Source: an optimization exercise on an open RTL-to-GDS flow (aim: small area). Production flows keep margins and buffers that such runs may drop.
Only simulation tests tie the RTL to the original design; equivalence was not proved.
Power is estimated from default activity; no workload was simulated.

Setup of north:
==> flow/design.v (excerpt) <==
module rv_decode_stage (
    input  logic         clk,
    input  logic         rst,
    input  logic [31:0]  inst,
    input  logic [31:0]  inst_pc,
    input  logic         inst_valid,
    output logic         inst_ready,
    output logic         alu_valid,
    input  logic         alu_ready,
    output logic [144:0] alu_pkt,    
    input  logic         jmp_done,
    input  logic [37:0]  wb          
);
Size in the first run: roughly 3100 cells after synthesis, about 46000 um^2 of cells after synthesis.
==> module rf_rd_bit, before the edit <==
module rf_rd_bit (
    input  logic [30:0] sel,
    input  logic [30:0] d,
    output logic        y
);
    logic [10:0] n;
    logic [2:0]  p;
    for (genvar k = 0; k < 10; k++) begin : g_aoi
        g_aoi222 i_aoi (
            .a1(sel[3*k]),   .a2(d[3*k]),
            .b1(sel[3*k+1]), .b2(d[3*k+1]),
            .c1(sel[3*k+2]), .c2(d[3*k+2]),
            .y (n[k])
        );
    end
    g_nand2 i_last (.a(sel[30]), .b(d[30]), .y(n[10]));
    g_nand4 i_p0 (.a(n[0]), .b(n[1]), .c(n[2]),  .d(n[3]), .y(p[0]));
    g_nand4 i_p1 (.a(n[4]), .b(n[5]), .c(n[6]),  .d(n[7]), .y(p[1]));
    g_nand3 i_p2 (.a(n[8]), .b(n[9]), .c(n[10]),           .y(p[2]));
    g_or3   i_y  (.a(p[0]), .b(p[1]), .c(p[2]),            .y(y));
endmodule
==> flow/config.mk <==
export PLATFORM = sky130hd
export DESIGN_NAME = rv_decode_stage
export DESIGN_NICKNAME = rv_decode_stage
export VERILOG_FILES = /design/flow/design.v
export SDC_FILE = /design/flow/constraint.sdc
export NUM_CORES = 4
export LEC_CHECK = 0
export CAP_MARGIN = 20
export CORE_MARGIN = 2
export CORE_UTILIZATION = 40
export SETUP_SLACK_MARGIN = 0.2
export SLEW_MARGIN = 20
export SYNTH_HIERARCHICAL = 1
==> flow/constraint.sdc <==
create_clock -name core_clock -period 5.5 [get_ports {clk}]
set_input_delay 1.1000 -clock core_clock [delete_from_list [all_inputs] [get_ports {clk}]]
set_output_delay 1.1000 -clock core_clock [all_outputs]
set_load 0.01 [all_outputs]
standard.sh (not shown) runs the stock make flow with config.mk's settings and CLKGATE_MAP_FILE= SYNTH_SCRIPT=/design/flow/synth_recipe.tcl, a recipe that flattens the netlist after the stock synthesis.
==> flow/flow/run.sh <==
#!/bin/bash
# Standard layout with two changes: plain buf_1 cells as the port buffers
# (instead of the delay buffer buffer_ports picks by default), and a clock
# tree of larger sink clusters, without dummy loads.
set -euo pipefail
export BUFFER_PORTS_ARGS="-buffer_cell sky130_fd_sc_hd__buf_1"
export CTS_ARGS="-sink_clustering_enable -repair_clock_nets -dont_use_dummy_load -buf_list {sky130_fd_sc_hd__clkbuf_8} -sink_clustering_size 14 -sink_clustering_max_diameter 50"
bash standard.sh finish > standard_flow.log 2>&1
The inputs of south differ from those of north as listed below.
-- flow/design.v --
<<< north, line 192
    end
    g_nand2 i_last (.a(sel[30]), .b(d[30]), .y(n[10]));
    g_nand4 i_p0 (.a(n[0]), .b(n[1]), .c(n[2]),  .d(n[3]), .y(p[0]));
    g_nand4 i_p1 (.a(n[4]), .b(n[5]), .c(n[6]),  .d(n[7]), .y(p[1]));
    g_nand3 i_p2 (.a(n[8]), .b(n[9]), .c(n[10]),           .y(p[2]));
    g_or3   i_y  (.a(p[0]), .b(p[1]), .c(p[2]),            .y(y));
endmodule
module dec_sel (
>>> south, line 192
    end
    g_nand2 i_last (.a(sel[30]), .b(d[30]), .y(n[10]));
    g_and4  i_p0 (.a(n[0]), .b(n[1]), .c(n[2]),  .d(n[3]), .y(p[0]));
    g_and4  i_p1 (.a(n[4]), .b(n[5]), .c(n[6]),  .d(n[7]), .y(p[1]));
    g_and3  i_p2 (.a(n[8]), .b(n[9]), .c(n[10]),           .y(p[2]));
    g_nand3 i_y  (.a(p[0]), .b(p[1]), .c(p[2]),            .y(y));
endmodule
module dec_sel (
--- outcome ---
On area enclosed by the die boundary, north beats south.
south: share of cell area taken by multi-input logic gates 0.56 points above north
north -> south: routed wire length decreased slightly
Relative to north, south improves total power after layout.
Taking north as the reference, in south number of ports placed on the die boundary barely changed; final area barely changed.
The via count of south is lower than that of north.
Status: utilization after layout parity (south, north)

==> what the ideal ports hide <==
The results above use ideal ports. As a check the final layouts listed here were re-extracted and re-timed, cells and wires unchanged. Step 1 sets driving cells, clkbuf_16 on the clock port and buf_2 on the other inputs (assumed; they add their load-dependent delay and slew). Step 2, shift: input delay + t, output delay - t, t = (earliest + latest rising clock arrival at the registers) / 2. This alone moves slack from input paths to output paths. Three values: ideal, step 1, step 2; two values: the first two.
| run | shift t [ns] | setup slack, ns | worst hold slack (ns) | worst register clock-pin slew, ns | cell pins on the clock port's net |
|---|---|---|---|---|---|
| north | 0.842 | 0.228 / 0.193 / 0.193 | 0.517 / 0.517 / 0.517 | 0.09 / 0.09 | 1 |
| south | 0.848 | 0.261 / 0.234 / 0.234 | 0.530 / 0.530 / 0.530 | 0.10 / 0.10 | 1 |
After both steps setup and hold are still met in every run listed. The setup slack of north, which loses most, moves by -0.035 ns with the drivers and by -0.035 ns with both steps.
